This is an optimization exercise on Yosys and OpenROAD, whose aim is small area, a short achievable clock period and few clock cycles, not a production implementation.
Function was checked by simulation only, so behaviour that the tests miss may differ from the original.

Setup of build 59:
==> module fhe_vec_top, before the edit <==
module fhe_vec_top #(
  parameter int WIDTH = 4
) (
  input  logic                           clk,
  input  logic                           rstn,
  input  logic                           psel,
  input  logic                           penable,
  input  logic                           pwrite,
  input  logic [fhe_vec_pkg::APB_AW-1:0] paddr,
  input  logic [fhe_vec_pkg::APB_DW-1:0] pwdata,
  output logic [fhe_vec_pkg::APB_DW-1:0] prdata,
  output logic                           pready,
  output logic                           pslverr,
  output logic                           done
);
  localparam int NE   = 64;    
  localparam int LAT  = 8;     
  localparam int LAST = NE + LAT - 1;   
  logic [NE-1:0][15:0] m1;
  logic [NE-1:0][15:0] m2;
  logic [3:0]  op;
  logic [15:0] p;
  logic [16:0] mu;
  logic [15:0] s;
  logic        err;
  logic        run;
  logic        iss;       
  logic [6:0]  cnt;
  logic        setup;
  logic        acc_q;     
  logic        prdy_q;    
  logic        wr_q;
  logic        mem_q;
  logic        bank_q;
  logic [5:0]  ea_q;      
  logic        regok_q;   
  logic [16:0] wd_q;
  logic [16:0] rd_q;
  logic        slverr_q;
  logic        run_next;
  logic        err_next;
  logic        done_next;
  assign setup = psel & ~penable;
  always_ff @(posedge clk) begin
    wr_q    <= pwrite;
    mem_q   <= paddr[15];
    bank_q  <= paddr[14];
    ea_q    <= paddr[5:0];
    regok_q <= ~|paddr[14:3];
    wd_q    <= pwdata[16:0];
    prdy_q  <= ~(setup & ~pwrite);
  end
  logic [5:0]      ridx_q;
  logic            iss_next;
  logic [5:0]      cnt_next;
  logic [15:0]     e1;
  logic [15:0]     e2;
  always_ff @(posedge clk) begin
    ridx_q <= iss_next ? cnt_next : paddr[5:0];
  end
  assign e1 = m1[ridx_q];
  assign e2 = m2[ridx_q];
  always_ff @(posedge clk) begin
    slverr_q <= paddr[15] & (setup ? run_next : run);
  end
  always_ff @(posedge clk) begin
    rd_q <= '0;
    if (mem_q) begin
      rd_q <= {1'b0, bank_q ? e2 : e1};
    end else if (regok_q) begin
      case (ea_q[2:0])
        3'd0: rd_q <= 17'(op);
        3'd1: rd_q <= 17'({err_next, run_next});   
        3'd2: rd_q <= 17'(p);
        3'd3: rd_q <= mu;
        3'd4: rd_q <= 17'(s);
        default: ;
      endcase
    end
  end
  assign pready  = prdy_q;
  assign pslverr = slverr_q;
  assign prdata  = {15'd0, rd_q};
  logic       rw;         
  logic       start_ok;
  logic       start_bad;
  logic       op_valid;
  assign rw        = acc_q & wr_q & ~mem_q & regok_q & ~run;
  assign op_valid  = (wd_q[3:0] >= 4'd1) && (wd_q[3:0] <= 4'd4);
  assign start_ok  = rw & (ea_q[2:0] == 3'd0) & wd_q[8] & op_valid;
  assign start_bad = rw & (ea_q[2:0] == 3'd0) & wd_q[8] & ~op_valid;
  assign done_next = run & (cnt == 7'(LAST));
  assign run_next  = start_ok | (run & ~done_next);
  assign err_next  = start_bad | (err & ~done_next);
  logic [6:0] cnt_next7;
  assign cnt_next7 = start_ok ? 7'd0 : (run ? cnt + 1'b1 : cnt);
  assign cnt_next  = cnt_next7[5:0];
  assign iss_next  = start_ok | (iss & ~(run & (cnt == 7'(NE - 1))));
  always_ff @(posedge clk) begin
    if (!rstn) begin
      op    <= '0;
      p     <= '0;
      mu    <= '0;
      s     <= '0;
      err   <= 1'b0;
      run   <= 1'b0;
      iss   <= 1'b0;
      cnt   <= '0;
      done  <= 1'b0;
      acc_q <= 1'b0;
    end else begin
      acc_q <= setup;
      run   <= run_next;
      err   <= err_next;
      done  <= done_next;
      cnt <= 7'(cnt_next7);
      iss <= iss_next;
      if (rw) begin
        case (ea_q[2:0])
          3'd0: op <= wd_q[3:0];
          3'd2: p  <= wd_q[15:0];
          3'd3: mu <= wd_q[16:0];
          3'd4: s  <= wd_q[15:0];
          default: ;
        endcase
      end
    end
  end
  logic        is_mul;
  logic        is_sc;
  logic [15:0] res_q;
  logic [15:0] a_q, b_q;
  logic [18:0] np3_q;
  assign is_mul = (op == 4'd1) | (op == 4'd2);
  assign is_sc  = (op == 4'd2) | (op == 4'd4);
  always_ff @(posedge clk) begin
    a_q   <= e1;
    b_q   <= is_sc ? s : e2;
    np3_q <= 19'd0 - 19'(p) - {2'd0, p, 1'b0};
  end
  elem_mult u_eng (
    .clk(clk), .a_q(a_q), .b_q(b_q), .mul(is_mul), .p(p), .mu(mu[15:0]),
    .np3(np3_q), .res(res_q)
  );
  logic        ew_d;
  logic        ew_q;       
  logic        wen_q;      
  logic [5:0]  wi_q;
  logic        wb_q;
  logic [15:0] wdat;
  assign ew_d = run & (cnt >= 7'(LAT - 1)) & (cnt < 7'(NE + LAT - 1));
  always_ff @(posedge clk) begin
    if (!rstn) begin
      ew_q  <= 1'b0;
      wen_q <= 1'b0;
    end else begin
      ew_q  <= ew_d;
      wen_q <= ew_d | (setup & pwrite & paddr[15] & ~run_next);
    end
    wi_q <= ew_d ? 6'(cnt - 7'(LAT - 1)) : paddr[5:0];
    wb_q <= ~ew_d & paddr[14];
  end
  assign wdat = ew_q ? res_q : wd_q[15:0];
  always_ff @(posedge clk) begin
    for (int e = 0; e < NE; e++) begin
      if (wen_q && !wb_q && wi_q == 6'(e)) m1[e] <= wdat;
      if (wen_q && wb_q && wi_q == 6'(e)) m2[e] <= wdat;
    end
  end
endmodule
export LEC_CHECK = 0
export CAP_MARGIN = 20
export CORE_MARGIN = 2
export CORE_UTILIZATION = 40
export CTS_BUF_LIST = sky130_fd_sc_hd__clkbuf_16
export CTS_CLUSTER_DIAMETER = 100
export CTS_CLUSTER_SIZE = 30
export SLEW_MARGIN = 20
create_clock -name core_clock -period 11.0 [get_ports {clk}]
standard.sh (not shown) runs the stock make flow with config.mk's settings and CLKGATE_MAP_FILE= SYNTH_SCRIPT=/design/flow/synth_recipe.tcl, a recipe that flattens the netlist after the stock synthesis.
==> flow/flow/run.sh <==
#!/bin/bash
export SETUP_SLACK_MARGIN=7.45
bash standard.sh > standard.log 2>&1
In summary, build 59 completed successfully, with a layout that passed the timing, DRC and antenna checks.
Testbench counts of build 59, summed over its fixed seeds: cycles 29,762.
--- input diff build 59..trial 58 ---
--- a/flow/design.v
+++ b/flow/design.v
@@ -2460,11 +2460,11 @@
   logic        run;
   logic        iss;       
   logic [6:0]  cnt;
   logic        setup;
   logic        acc_q;     
-  logic        prdy_q;    
+  logic        rdw_q;     
   logic        wr_q;
   logic        mem_q;
   logic        bank_q;
   logic [5:0]  ea_q;      
   logic        regok_q;   
@@ -2480,11 +2480,11 @@
     mem_q   <= paddr[15];
     bank_q  <= paddr[14];
     ea_q    <= paddr[5:0];
     regok_q <= ~|paddr[14:3];
     wd_q    <= pwdata[16:0];
-    prdy_q  <= ~(setup & ~pwrite);
+    rdw_q   <= setup & ~pwrite;
   end
   logic [5:0]      ridx_q;
   logic            iss_next;
   logic [5:0]      cnt_next;
   logic [15:0]     e1;
@@ -2510,11 +2510,11 @@
         3'd4: rd_q <= 17'(s);
         default: ;
       endcase
     end
   end
-  assign pready  = prdy_q;
+  assign pready  = ~rdw_q;
   assign pslverr = slverr_q;
   assign prdata  = {15'd0, rd_q};
   logic       rw;         
   logic       start_ok;
   logic       start_bad;
@@ -2574,31 +2574,30 @@
   end
   elem_mult u_eng (
     .clk(clk), .a_q(a_q), .b_q(b_q), .mul(is_mul), .p(p), .mu(mu[15:0]),
     .np3(np3_q), .res(res_q)
   );
-  logic        ew_d;
   logic        ew_q;       
-  logic        wen_q;      
-  logic [5:0]  wi_q;
-  logic        wb_q;
+  logic [5:0]  widx_q;
+  logic        hw;
+  logic        wbank;
+  logic [5:0]  widx;
   logic [15:0] wdat;
-  assign ew_d = run & (cnt >= 7'(LAT - 1)) & (cnt < 7'(NE + LAT - 1));
   always_ff @(posedge clk) begin
     if (!rstn) begin
-      ew_q  <= 1'b0;
-      wen_q <= 1'b0;
+      ew_q <= 1'b0;
     end else begin
-      ew_q  <= ew_d;
-      wen_q <= ew_d | (setup & pwrite & paddr[15] & ~run_next);
+      ew_q <= run & (cnt >= 7'(LAT - 1)) & (cnt < 7'(NE + LAT - 1));
     end
-    wi_q <= ew_d ? 6'(cnt - 7'(LAT - 1)) : paddr[5:0];
-    wb_q <= ~ew_d & paddr[14];
+    widx_q <= 6'(cnt - 7'(LAT - 1));
   end
-  assign wdat = ew_q ? res_q : wd_q[15:0];
+  assign hw    = acc_q & wr_q & mem_q & ~run;
+  assign wbank = ew_q ? 1'b0 : bank_q;
+  assign widx  = ew_q ? widx_q : ea_q;
+  assign wdat  = ew_q ? res_q : wd_q[15:0];
   always_ff @(posedge clk) begin
     for (int e = 0; e < NE; e++) begin
-      if (wen_q && !wb_q && wi_q == 6'(e)) m1[e] <= wdat;
-      if (wen_q && wb_q && wi_q == 6'(e)) m2[e] <= wdat;
+      if ((ew_q | hw) && !wbank && widx == 6'(e)) m1[e] <= wdat;
+      if (hw && wbank && widx == 6'(e)) m2[e] <= wdat;
     end
   end
 endmodule
Results
| die footprint | build 59 vs trial 58 | ≈ equal |. For sequential cell count, trial 58 and build 59 come out practically identical. Going from build 59 to trial 58, total wire length after detailed routing shrank slightly. Comparing trial 58 with build 59, the area growth from synthesis to layout came out essentially unchanged. Build 59 ended up with prdata[15] as its critical path endpoint; trial 58 ended up with pslverr. Diff build 59 -> trial 58: cell count held steady; wire length of the first global-routing pass held steady; synthesized instance count held steady; via count of the first global-routing pass grew by 535. Compared with build 59, in trial 58 area after synthesis held steady; wire length on met2 grew by about 0.6%; minimum clock period after layout shrank by 0.0037 ns.
Testbench counts of trial 58, summed over its fixed seeds: cycles 29,762.

re-timing with driven ports:
No port has a modelled driver above. Below, the same layouts with a new extraction and two added sets of constraints.
Step 1 (the two cells are an assumption about what drives the block):
set clk [get_ports {clk}]
set_driving_cell -lib_cell sky130_fd_sc_hd__clkbuf_16 $clk
set_driving_cell -lib_cell sky130_fd_sc_hd__buf_2 [delete_from_list [all_inputs] $clk]
Step 2 times the ports against the registers' clock, not the clock port: input delays grow and output delays shrink by t, the midpoint of the rising clock arrivals with the driver on.
Three values: no drivers, after step 1, after step 2; two values: the first two.
| run | shift t [ns] | setup slack, ns | worst hold slack (ns) |
|---|---|---|---|
| build 59 | 0.898 | 7.387 / 7.293 / 6.813 | 0.327 / 0.327 / 0.327 |
| trial 58 | 0.903 | 7.391 / 7.296 / 7.030 | 0.337 / 0.337 / 0.337 |
After both steps setup and hold are still met in every run listed. For build 59, which loses most, drivers alone change the setup slack by -0.094 ns; drivers and shift together by -0.574 ns.
